From an optimization exercise on the open Yosys and OpenROAD flow, aimed at a short achievable clock period and few clock cycles; shortcuts taken in it are not production practice. Only simulation tests tie the RTL to the original design; equivalence was not proved. Power is estimated from default activity; no workload was simulated.

$ cat flow/design.v
`default_nettype none
package cpu_pkg;
    localparam int data_width     = 32;
    localparam int reg_addr_width = 5;
    localparam logic [reg_addr_width-1:0] exc_reg  = 5'd30;
    localparam logic [reg_addr_width-1:0] link_reg = 5'd31;
    localparam logic [4:0] op_rtype = 5'd0;
    localparam logic [4:0] op_j     = 5'd1;
    localparam logic [4:0] op_bne   = 5'd2;
    localparam logic [4:0] op_jal   = 5'd3;
    localparam logic [4:0] op_addi  = 5'd5;
    localparam logic [4:0] op_blt   = 5'd6;
    localparam logic [4:0] op_sw    = 5'd7;
    localparam logic [4:0] op_lw    = 5'd8;
    localparam logic [4:0] alu_add = 5'd0;
    localparam logic [4:0] alu_sub = 5'd1;
    localparam logic [4:0] alu_and = 5'd2;
    localparam logic [4:0] alu_or  = 5'd3;
    localparam logic [4:0] alu_sll = 5'd4;
    localparam logic [4:0] alu_sra = 5'd5;
    localparam logic [data_width-1:0] exc_add  = 32'd1;
    localparam logic [data_width-1:0] exc_addi = 32'd2;
    localparam logic [data_width-1:0] exc_sub  = 32'd3;
    typedef struct packed {
        logic [4:0]                opcode;
        logic [reg_addr_width-1:0] rd;
        logic [reg_addr_width-1:0] rs;
        logic [reg_addr_width-1:0] rt;
        logic [4:0]                shamt;
        logic [4:0]                alu_op;
        logic [1:0]                pad;      
    } r_view_t;
    typedef struct packed {
        logic [4:0]                opcode;
        logic [reg_addr_width-1:0] rd;
        logic [reg_addr_width-1:0] rs;
        logic [16:0]               imm;      
    } i_view_t;
    typedef struct packed {
        logic [4:0]  opcode;
        logic [26:0] target;
    } j_view_t;
    typedef union packed {
        r_view_t r;
        i_view_t i;
        j_view_t j;
    } instr_t;
    typedef struct packed {
        logic [4:0]                alu_op;
        logic [4:0]                shamt;
        logic                      use_imm;
        logic                      is_load;
        logic                      is_store;
        logic                      is_bne;
        logic                      is_blt;
        logic                      is_jump;
        logic                      is_link;
        logic                      reg_write;
        logic [reg_addr_width-1:0] dest;
        logic [data_width-1:0]     exc_code;   
    } ctrl_t;
    typedef struct packed {
        logic [data_width-1:0]     pc_plus1;
        ctrl_t                     ctrl;
        logic [reg_addr_width-1:0] rs;
        logic [reg_addr_width-1:0] rt;         
        logic [data_width-1:0]     a;
        logic [data_width-1:0]     b;
        logic [data_width-1:0]     imm;
    } dx_t;
    typedef struct packed {
        ctrl_t                 ctrl;
        logic [data_width-1:0] result;
        logic [data_width-1:0] store_data;
    } xm_t;
    typedef struct packed {
        ctrl_t                 ctrl;
        logic [data_width-1:0] result;
        logic [data_width-1:0] load_data;
    } mw_t;
    typedef enum logic [1:0] {
        from_reg,
        from_xm,
        from_mw
    } fwd_sel_t;
endpackage
`default_nettype wire
`timescale 1ns/100ps
`default_nettype none
module instr_decoder (
    input  cpu_pkg::instr_t instr,
    output cpu_pkg::ctrl_t  ctrl
);
    always_comb begin
        ctrl = '0;   
        case (instr.r.opcode)
            cpu_pkg::op_rtype: begin
                ctrl.alu_op = instr.r.alu_op;
                ctrl.shamt  = instr.r.shamt;
                ctrl.dest   = instr.r.rd;
                case (instr.r.alu_op)
                    cpu_pkg::alu_add: begin
                        ctrl.reg_write = 1'b1;
                        ctrl.exc_code  = cpu_pkg::exc_add;
                    end
                    cpu_pkg::alu_sub: begin
                        ctrl.reg_write = 1'b1;
                        ctrl.exc_code  = cpu_pkg::exc_sub;
                    end
                    cpu_pkg::alu_and, cpu_pkg::alu_or,
                    cpu_pkg::alu_sll, cpu_pkg::alu_sra: ctrl.reg_write = 1'b1;
                    default: ctrl.reg_write = 1'b0;
                endcase
            end
            cpu_pkg::op_addi: begin
                ctrl.use_imm   = 1'b1;
                ctrl.reg_write = 1'b1;
                ctrl.dest      = instr.i.rd;
                ctrl.exc_code  = cpu_pkg::exc_addi;
            end
            cpu_pkg::op_lw: begin
                ctrl.use_imm   = 1'b1;
                ctrl.is_load   = 1'b1;
                ctrl.reg_write = 1'b1;
                ctrl.dest      = instr.i.rd;
            end
            cpu_pkg::op_sw: begin
                ctrl.use_imm  = 1'b1;
                ctrl.is_store = 1'b1;
                ctrl.dest     = instr.i.rd;   
            end
            cpu_pkg::op_bne: begin
                ctrl.is_bne = 1'b1;
                ctrl.alu_op = cpu_pkg::alu_sub;
            end
            cpu_pkg::op_blt: begin
                ctrl.is_blt = 1'b1;
                ctrl.alu_op = cpu_pkg::alu_sub;
            end
            cpu_pkg::op_j: ctrl.is_jump = 1'b1;
            cpu_pkg::op_jal: begin
                ctrl.is_jump   = 1'b1;
                ctrl.is_link   = 1'b1;
                ctrl.reg_write = 1'b1;
                ctrl.dest      = cpu_pkg::link_reg;
            end
            default: ctrl = '0;
        endcase
    end
endmodule
`default_nettype wire
`timescale 1ns/100ps
`default_nettype none
module fetch_unit (
    input  logic                            clock,
    input  logic                            reset,
    input  logic                            stall,
    input  logic                            redirect,
    input  logic [cpu_pkg::data_width-1:0]  redirect_pc,
    output logic [cpu_pkg::data_width-1:0]  address_imem,
    input  logic [cpu_pkg::data_width-1:0]  q_imem,
    output logic [cpu_pkg::data_width-1:0]  fd_pc,
    output cpu_pkg::instr_t                 fd_instr
);
    logic [cpu_pkg::data_width-1:0] pc;
    assign address_imem = pc;   
    always_ff @(posedge clock) begin
        if (reset) begin
            pc       <= '0;
            fd_instr <= '0;
        end else if (redirect) begin
            pc       <= redirect_pc;
            fd_instr <= '0;   
        end else if (!stall) begin
            pc       <= pc + 32'd1;
            fd_instr <= q_imem;
        end
    end
    always_ff @(posedge clock) begin
        if (redirect || !stall) begin
            fd_pc <= pc;
        end
    end
endmodule
`default_nettype wire
`timescale 1ns/100ps
`default_nettype none
module hazard_unit (
    input  logic [cpu_pkg::reg_addr_width-1:0] dx_rs,
    input  logic [cpu_pkg::reg_addr_width-1:0] dx_rt,
    input  logic [cpu_pkg::reg_addr_width-1:0] fd_rs,
    input  logic [cpu_pkg::reg_addr_width-1:0] fd_rt,
    input  cpu_pkg::ctrl_t                     dx_ctrl,
    input  cpu_pkg::ctrl_t                     xm_ctrl,
    input  cpu_pkg::ctrl_t                     mw_ctrl,
    output cpu_pkg::fwd_sel_t                  fwd_a,
    output cpu_pkg::fwd_sel_t                  fwd_b,
    output logic                               fwd_store,
    output logic                               fwd_dec_a,
    output logic                               fwd_dec_b,
    output logic                               stall
);
    logic xm_writes_a, mw_writes_a, xm_writes_b, mw_writes_b;
    assign xm_writes_a = xm_ctrl.reg_write && (dx_rs != '0) && (xm_ctrl.dest == dx_rs);
    assign mw_writes_a = mw_ctrl.reg_write && (dx_rs != '0) && (mw_ctrl.dest == dx_rs);
    assign xm_writes_b = xm_ctrl.reg_write && (dx_rt != '0) && (xm_ctrl.dest == dx_rt);
    assign mw_writes_b = mw_ctrl.reg_write && (dx_rt != '0) && (mw_ctrl.dest == dx_rt);
    assign fwd_a = xm_writes_a ? cpu_pkg::from_xm : mw_writes_a ? cpu_pkg::from_mw : cpu_pkg::from_reg;
    assign fwd_b = xm_writes_b ? cpu_pkg::from_xm : mw_writes_b ? cpu_pkg::from_mw : cpu_pkg::from_reg;
    assign fwd_store = xm_ctrl.is_store && mw_ctrl.reg_write && (xm_ctrl.dest != '0)
                       && (mw_ctrl.dest == xm_ctrl.dest);
    assign fwd_dec_a = mw_ctrl.reg_write && (fd_rs != '0) && (mw_ctrl.dest == fd_rs);
    assign fwd_dec_b = mw_ctrl.reg_write && (fd_rt != '0) && (mw_ctrl.dest == fd_rt);
    assign stall = dx_ctrl.is_load && dx_ctrl.reg_write
                 && (((fd_rs != '0) && (dx_ctrl.dest == fd_rs)) || ((fd_rt != '0) && (dx_ctrl.dest == fd_rt)));
endmodule
`default_nettype wire
`timescale 1ns/100ps
`default_nettype none
module alu #(
    parameter int width = 32
) (
    input  logic [width-1:0] a,
    input  logic [width-1:0] b,
    input  logic [4:0]       op,
    input  logic [4:0]       shamt,
    output logic [width-1:0] result,
    output logic             overflow,
    output logic             not_equal,
    output logic             less_than
);
    logic [width-1:0] sum;
    logic [width-1:0] diff;
    logic             add_ovf;
    logic             sub_ovf;
    assign sum  = a + b;
    assign diff = a - b;
    assign add_ovf = (a[width-1] == b[width-1]) && (sum[width-1] != a[width-1]);
    assign sub_ovf = (a[width-1] != b[width-1]) && (diff[width-1] != a[width-1]);
    assign not_equal = |diff;
    assign less_than = diff[width-1] ^ sub_ovf;   
    always_comb begin
        overflow = 1'b0;
        case (op)
            cpu_pkg::alu_add: begin
                result   = sum;
                overflow = add_ovf;
            end
            cpu_pkg::alu_sub: begin
                result   = diff;
                overflow = sub_ovf;
            end
            cpu_pkg::alu_and: result = a & b;
            cpu_pkg::alu_or:  result = a | b;
            cpu_pkg::alu_sll: result = a << shamt;
            cpu_pkg::alu_sra: result = $signed(a) >>> shamt;
            default:          result = sum;
        endcase
    end
endmodule
`default_nettype wire
`timescale 1ns/100ps
`default_nettype none
module execute_stage #(
    parameter int width = 32
) (
    input  logic              clock,
    input  logic              reset,
    input  cpu_pkg::dx_t      dx,
    input  logic [width-1:0]  xm_fwd,
    input  logic [width-1:0]  mw_fwd,
    input  cpu_pkg::fwd_sel_t fwd_a,
    input  cpu_pkg::fwd_sel_t fwd_b,
    output logic              redirect,
    output logic [width-1:0]  redirect_pc,
    output cpu_pkg::xm_t      xm
);
    logic [width-1:0] op_a;
    logic [width-1:0] op_b;
    logic [width-1:0] alu_b;
    logic [width-1:0] alu_result;
    logic             overflow;
    logic             not_equal;
    logic             less_than;
    logic             taken;
    cpu_pkg::xm_t     xm_next;
    assign op_a  = (fwd_a == cpu_pkg::from_xm) ? xm_fwd : (fwd_a == cpu_pkg::from_mw) ? mw_fwd : dx.a;
    assign op_b  = (fwd_b == cpu_pkg::from_xm) ? xm_fwd : (fwd_b == cpu_pkg::from_mw) ? mw_fwd : dx.b;   
    assign alu_b = dx.ctrl.use_imm ? dx.imm : op_b;
    alu #(
        .width(width)
    ) u_alu (
        .a        (op_a),
        .b        (alu_b),
        .op       (dx.ctrl.alu_op),
        .shamt    (dx.ctrl.shamt),
        .result   (alu_result),
        .overflow (overflow),
        .not_equal(not_equal),
        .less_than(less_than)
    );
    assign taken = (dx.ctrl.is_bne && not_equal)
                 || (dx.ctrl.is_blt && not_equal && !less_than);
    assign redirect    = taken || dx.ctrl.is_jump;
    assign redirect_pc = dx.ctrl.is_jump ? dx.imm : dx.pc_plus1 + dx.imm;
    always_comb begin
        xm_next.ctrl       = dx.ctrl;
        xm_next.result     = dx.ctrl.is_link ? dx.pc_plus1 : alu_result;
        xm_next.store_data = op_b;
        if (overflow && (dx.ctrl.exc_code != '0)) begin
            xm_next.ctrl.dest = cpu_pkg::exc_reg;
            xm_next.result    = dx.ctrl.exc_code;
        end
    end
    always_ff @(posedge clock) begin
        xm <= xm_next;
        if (reset) begin
            xm.ctrl <= '0;
        end
    end
endmodule
`default_nettype wire
`timescale 1ns/100ps
`default_nettype none
module processor (
    input  logic                                clock,
    input  logic                                reset,
    output logic [cpu_pkg::data_width-1:0]      address_imem,
    input  logic [cpu_pkg::data_width-1:0]      q_imem,
    output logic [cpu_pkg::data_width-1:0]      address_dmem,
    output logic [cpu_pkg::data_width-1:0]      data,
    output logic                                wren,
    input  logic [cpu_pkg::data_width-1:0]      q_dmem,
    output logic                                ctrl_write_enable,
    output logic [cpu_pkg::reg_addr_width-1:0]  ctrl_write_reg,
    output logic [cpu_pkg::reg_addr_width-1:0]  ctrl_read_reg_a,
    output logic [cpu_pkg::reg_addr_width-1:0]  ctrl_read_reg_b,
    output logic [cpu_pkg::data_width-1:0]      data_write_reg,
    input  logic [cpu_pkg::data_width-1:0]      data_read_reg_a,
    input  logic [cpu_pkg::data_width-1:0]      data_read_reg_b
);
    logic [cpu_pkg::data_width-1:0] fd_pc;
    cpu_pkg::instr_t                fd_instr;
    cpu_pkg::ctrl_t                 fd_ctrl;
    cpu_pkg::dx_t                   dx_next;
    cpu_pkg::dx_t                   dx;
    cpu_pkg::xm_t                   xm;
    cpu_pkg::mw_t                   mw;
    cpu_pkg::fwd_sel_t              fwd_a;
    cpu_pkg::fwd_sel_t              fwd_b;
    logic                           fwd_store;
    logic                           fwd_dec_a;
    logic                           fwd_dec_b;
    logic                           stall;
    logic                           redirect;
    logic [cpu_pkg::data_width-1:0] redirect_pc;
    logic [cpu_pkg::data_width-1:0] wb_data;
    logic                           read_rd;
    fetch_unit u_fetch (
        .clock       (clock),
        .reset       (reset),
        .stall       (stall),
        .redirect    (redirect),
        .redirect_pc (redirect_pc),
        .address_imem(address_imem),
        .q_imem      (q_imem),
        .fd_pc       (fd_pc),
        .fd_instr    (fd_instr)
    );
    instr_decoder u_decoder (
        .instr(fd_instr),
        .ctrl (fd_ctrl)
    );
    assign read_rd         = fd_ctrl.is_store || fd_ctrl.is_bne || fd_ctrl.is_blt;
    assign ctrl_read_reg_a = fd_instr.r.rs;
    assign ctrl_read_reg_b = read_rd ? fd_instr.r.rd : fd_instr.r.rt;
    hazard_unit u_hazard (
        .dx_rs    (dx.rs),
        .dx_rt    (dx.rt),
        .fd_rs    (ctrl_read_reg_a),
        .fd_rt    (ctrl_read_reg_b),
        .dx_ctrl  (dx.ctrl),
        .xm_ctrl  (xm.ctrl),
        .mw_ctrl  (mw.ctrl),
        .fwd_a    (fwd_a),
        .fwd_b    (fwd_b),
        .fwd_store(fwd_store),
        .fwd_dec_a(fwd_dec_a),
        .fwd_dec_b(fwd_dec_b),
        .stall    (stall)
    );
    always_comb begin
        dx_next.pc_plus1 = fd_pc + 32'd1;
        dx_next.ctrl     = fd_ctrl;
        dx_next.rs       = ctrl_read_reg_a;
        dx_next.rt       = ctrl_read_reg_b;
        dx_next.a        = fwd_dec_a ? wb_data : data_read_reg_a;
        dx_next.b        = fwd_dec_b ? wb_data : data_read_reg_b;
        if (fd_ctrl.is_jump) begin
            dx_next.imm = {5'b0, fd_instr.j.target};   
        end else begin
            dx_next.imm = {{15{fd_instr.i.imm[16]}}, fd_instr.i.imm};
        end
    end
    always_ff @(posedge clock) begin
        dx <= dx_next;
        if (reset || stall || redirect) begin
            dx.ctrl <= '0;   
        end
    end
    execute_stage #(
        .width(cpu_pkg::data_width)
    ) u_execute (
        .clock      (clock),
        .reset      (reset),
        .dx         (dx),
        .xm_fwd     (xm.result),
        .mw_fwd     (wb_data),
        .fwd_a      (fwd_a),
        .fwd_b      (fwd_b),
        .redirect   (redirect),
        .redirect_pc(redirect_pc),
        .xm         (xm)
    );
    assign address_dmem = xm.result;
    assign data         = fwd_store ? wb_data : xm.store_data;
    assign wren         = xm.ctrl.is_store;
    always_ff @(posedge clock) begin
        mw.result    <= xm.result;
        mw.load_data <= q_dmem;
        if (reset) begin
            mw.ctrl <= '0;
        end else begin
            mw.ctrl <= xm.ctrl;
        end
    end
    assign wb_data           = mw.ctrl.is_load ? mw.load_data : mw.result;
    assign data_write_reg    = wb_data;
    assign ctrl_write_reg    = mw.ctrl.dest;
    assign ctrl_write_enable = mw.ctrl.reg_write && (mw.ctrl.dest != '0);   
endmodule
`default_nettype wire
$ cat flow/run.sh
#!/bin/bash
# synth_recipe.tcl (not shown) runs the flow's synth.tcl, then flattens the netlist and writes it again
# the make line also repeats each setting of config.mk as NAME=value (left out here)
make -C /OpenROAD-flow-scripts/flow DESIGN_CONFIG=/design/flow/config.mk WORK_HOME=/design/flow/orfs CLKGATE_MAP_FILE= SYNTH_SCRIPT=/design/flow/synth_recipe.tcl finish
$ cat flow/config.mk
export PLATFORM = sky130hd
export DESIGN_NAME = processor
export DESIGN_NICKNAME = processor
export VERILOG_FILES = /design/flow/design.v
export SDC_FILE = /design/flow/constraint.sdc
export NUM_CORES = 4
export LEC_CHECK = 0
export CAP_MARGIN = 20
export CORE_MARGIN = 2
export CORE_UTILIZATION = 40
export SLEW_MARGIN = 20
$ cat flow/constraint.sdc
create_clock -name core_clock -period 9.0 [get_ports {clock}]
set_input_delay 1.8000 -clock core_clock [delete_from_list [all_inputs] [get_ports {clock}]]
set_output_delay 1.8000 -clock core_clock [all_outputs]
set_load 0.01 [all_outputs]
==> Flow_metrics.wiki <==
{| class="wikitable"
! Metric !! Value
|-
| Hold_buf cts || 0
|-
| Vias in the first global route || roughly 24000
|-
| Share of the core filled with cells || 0.481
|-
| Cell variety after synth || a little under 100
|-
| Max rail drop VDD || 0.144 mV
|-
| Post-synth ARST share || 0
|-
| PortBufs || 274
|-
| Top-count cell post-synth || sky130_fd_sc_hd__dfxtp_1
|-
| Fraction of layout cells with a size suffix above 1 || 0.110
|-
| Headroom to the max-slew limit || 0.206
|-
| Signal arrival time at the worst endpoint || 9150 ps
|-
| Fin. Hold Viols || 0
|-
| Number of standard cells after synthesis || 3265
|-
| Clock sink count || 398
|-
| Post-synthesis sequential area ratio || 0.314
|-
| Final estimated routing congestion in global placement || 1.07
|-
| Period minus WS final || 8610 ps
|-
| Delay of the slowest cell on the worst path || around 700 ps
|-
| Worst clock skew on the final layout || 44.5 ps
|-
| Dominant combinational cell family by area after synthesis || compound AO/OA/AOI/OAI gates
|-
| Number of search-and-repair iterations in the first detailed-routing pass || 6
|-
| Tcrit/Tclk final || 0.957
|-
| HP Class || reg -> reg
|-
| Total routing usage reported by global routing || 0.341
|-
| Flops & latches, synth || around 400
|-
| Maximum Capacitance Violations || 0
|-
| Largest net degree at the start of global routing || between 70 and 80
|-
| CP endpoint kind || flop
|-
| Clock Root Buffer || sky130_fd_sc_hd__clkbuf_16
|-
| CTS Buf Count || 43
|-
| XOR/XNOR Fraction of Synth Area || 0.0538
|-
| Transition time at the pin with the least slew margin || approximately 1200 ps
|-
| Number of DRC markers after the initial detailed-route iteration || 2743
|-
| Cells taking the most area after synthesis || sky130_fd_sc_hd__dfxtp_1 (28%), sky130_fd_sc_hd__ha_1 (6.1%), sky130_fd_sc_hd__mux2i_1 (5.0%)
|-
| DRC errors left || 0
|-
| Basic-gate share of the synthesized area counting and, or, nand and nor cells || 0.186
|-
| Power after layout || 0.00620 W
|-
| Height of the die || 261 µm
|-
| Status || complete, no violations
|-
| List of most frequent post-synthesis cells || sky130_fd_sc_hd__dfxtp_1 (366), sky130_fd_sc_hd__nand2_1 (348), sky130_fd_sc_hd__nor2_1 (274), sky130_fd_sc_hd__o21ai_0 (252), sky130_fd_sc_hd__a21oi_1 (240)
|-
| Average wire per standard cell || 27.4 µm
|-
| Post-synthesis instance area || about 26000 µm²
|-
| Final-report setup violation count || 0
|-
| Initial antenna violation count || 11
|-
| Vias || 26000
|-
| Post-synthesis compound-gate area fraction || 0.227
|-
| Post-synthesis adder-cell area fraction || 0.0638
|-
| Overflow left after global routing || 0
|-
| Row count || 94
|-
| Post-synthesis mux area share || 0.0846
|-
| Required time worst endpoint || about 9500 ps
|-
| Global-route wire length before repair || 170000 µm
|-
| Crit-path slowest cell || sky130_fd_sc_hd__o21ai_0
|-
| Post-synth EDFFs || 32
|-
| Maximum achievable frequency || 116 MHz
|-
| Lkg Pwr || 13.0 nW
|-
| Portion of synthesized cell area occupied by the leading cell type || 0.278
|-
| Largest driver fanout on the critical path || 44
|-
| Die outline width || approximately 260 µm
|-
| Top flip-flop cell by instance count after synthesis || sky130_fd_sc_hd__dfxtp_1
|-
| Sum of negative setup slack || 0 ps
|-
| Mean cell area of the mapped netlist || 8.08 µm²
|-
| Dpl cells || 4273
|-
| Total power per unit cell area || slightly below 200 nW/µm²
|-
| Number of warning messages in the yosys log || 5
|-
| Syn nets || 3527
|-
| Clk Latency, worst-skew pair || 600 ps
|-
| Clock tree from TritonCTS || yes
|-
| Starting Density || 0.403
|-
| Total Wirelength || 119000 µm
|-
| Number of top-level pins || 275
|-
| Element type at the critical path start || flop
|-
| Number of buffers on the longest clock path || 3
|-
| Register-to-register setup slack || 390 ps
|-
| RSZ-0062 raised after global routing || no
|-
| Layout net count || ~3700
|-
| Syn-to-layout area delta || 19.5%
|-
| Area of the die || 68000 µm²
|-
| Final instance count without filler cells || 4355
|-
| HPWL after DPL || roughly 94000 µm
|-
| Hold WS || 354 ps
|-
| Total count of max-transition violations in the final report || 0
|-
| Remaining antenna violation count || 0
|-
| H-tree levels || 2
|-
| Path type of the worst setup path || reg -> reg
|-
| Clock transition at the register clock pins on the worst setup and hold paths after CTS || approximately 60 ps
|-
| Detail-routed via count per cell || 5.97
|-
| Cell type contributing the most total cell area after synthesis || sky130_fd_sc_hd__dfxtp_1
|-
| Core outline area || 65500 µm²
|}
-- critical path: cells and delay by family, from the launching register on --
family,cells,cell delay (ps)
simple gates,17,4070
compound gates,9,2200
fa+ha+maj,2,820
buf+inv,4,690
flops,1,340
mux,1,340
-- metrics by stage --
step,setup WS (ps),cell area [µm²]
6_report,390,31500
5_1_grt,2.16,31500
4_1_cts,389,31500
3_5_place_dp,444,30000
3_3_place_gp,546,30000
2_1_floorplan,322,26400
-- state kept, by name (all words and copies together), names as in the netlist --
| register | count |
|---|---|
| u_fetch.fd_instr | 32 |
| u_fetch.fd_pc | 32 |
| dx | 159 |
| mw | 71 |
| u_execute.xm | 72 |
| u_fetch.pc | 32 |
-- power breakdown --
part	leakage [nW]	switching, W	internal [W]
sequential	3.44	0.000248	0.00200
combinational	8.82	0.00129	0.000865
clock	0.705	0.000766	0.00104
total	13.0	0.00230	0.00390
-- cell type report --
type / instances / area [µm²]
antenna: 2 / 5.00
clock buffer: 59 / 1250
clock inverter: 18 / 214
fill: 6515 / 34000
inverter: 166 / 623
multi-input combinational: 2443 / 16300
sequential: 398 / 8300
tap: 864 / 1080
timing repair buffer: 405 / 3780
-- layer usage --
layer / track usage / share of wire / up-vias
li1: - / - / 12000
met1: 0.456 / 0.42 / 12400
met2: 0.520 / 0.43 / 1360
met3: 0.0737 / 0.095 / 261
met4: 0.164 / 0.054 / 4
met5: 0 / 0.00022 / -
-- worst paths after layout --
| check | from | endpoint | cells after the start |
|---|---|---|---|
| max | dx[96] | u_fetch.fd_instr[12] | 33 |
| min | u_fetch.fd_instr[1] | dx[1] | 0 |
| max reg2reg | dx[96] | u_fetch.fd_instr[12] | 33 |
| min reg2reg | u_fetch.fd_instr[1] | dx[1] | 0 |
-- cell usage in the layout (no fill, tap or decap), types with 79 or more instances in the layout --
master,n
sky130_fd_sc_hd__a21oi_1,239
sky130_fd_sc_hd__buf_4,127
sky130_fd_sc_hd__clkdlybuf4s50_1,274
sky130_fd_sc_hd__dfxtp_1,355
sky130_fd_sc_hd__ha_1,128
sky130_fd_sc_hd__inv_1,161
sky130_fd_sc_hd__mux2i_1,132
sky130_fd_sc_hd__nand2_1,347
sky130_fd_sc_hd__nand3_1,79
sky130_fd_sc_hd__nor2_1,272
sky130_fd_sc_hd__o21ai_0,247
sky130_fd_sc_hd__xnor2_1,112
-- cells by family after synthesis --
kind of cell / after synthesis
and+or+nand+nor: 1034
AOI/OAI and AO/OA: 920
buffers and inverters: 424
DFF: 398
muxes: 195
xor gates and xnor gates: 162
adders and majority gates: 132
-- timing repair --
action,CTS,global route
endpoints found under the setup margin,0,101
resized for setup,0,15
setup buffers,0,3
Testbench counts, summed over its fixed seeds: cycles 54,353.

what the ideal ports hide:
Ports are ideal in the flow. The routed layout listed here was re-timed in OpenROAD.
Step 1 (the two cells are an assumption about what drives the block):
set clk [get_ports {clock}]
set_driving_cell -lib_cell sky130_fd_sc_hd__clkbuf_16 $clk
set_driving_cell -lib_cell sky130_fd_sc_hd__buf_2 [delete_from_list [all_inputs] $clk]
Step 2 adds t to the input delays and takes it off the output delays; t is the mean of the earliest and latest rising clock arrival at the registers after step 1. Input paths then give back, and output paths get back, about the clock's delay inside the block.
Three values: ideal, step 1, step 2; two values: the first two.
shift t [ns]: 0.641
setup slack, ns: 0.390 / 0.390 / 0.390
hold WS [ns]: 0.354 / 0.354 / 0.354
worst setup path at the end: register to register
worst register clock-pin slew, ns: 0.06 / 0.06
After both steps setup and hold are still met in this run. For this run, drivers alone change the setup slack by 0.000 ns; drivers and shift together by 0.000 ns.
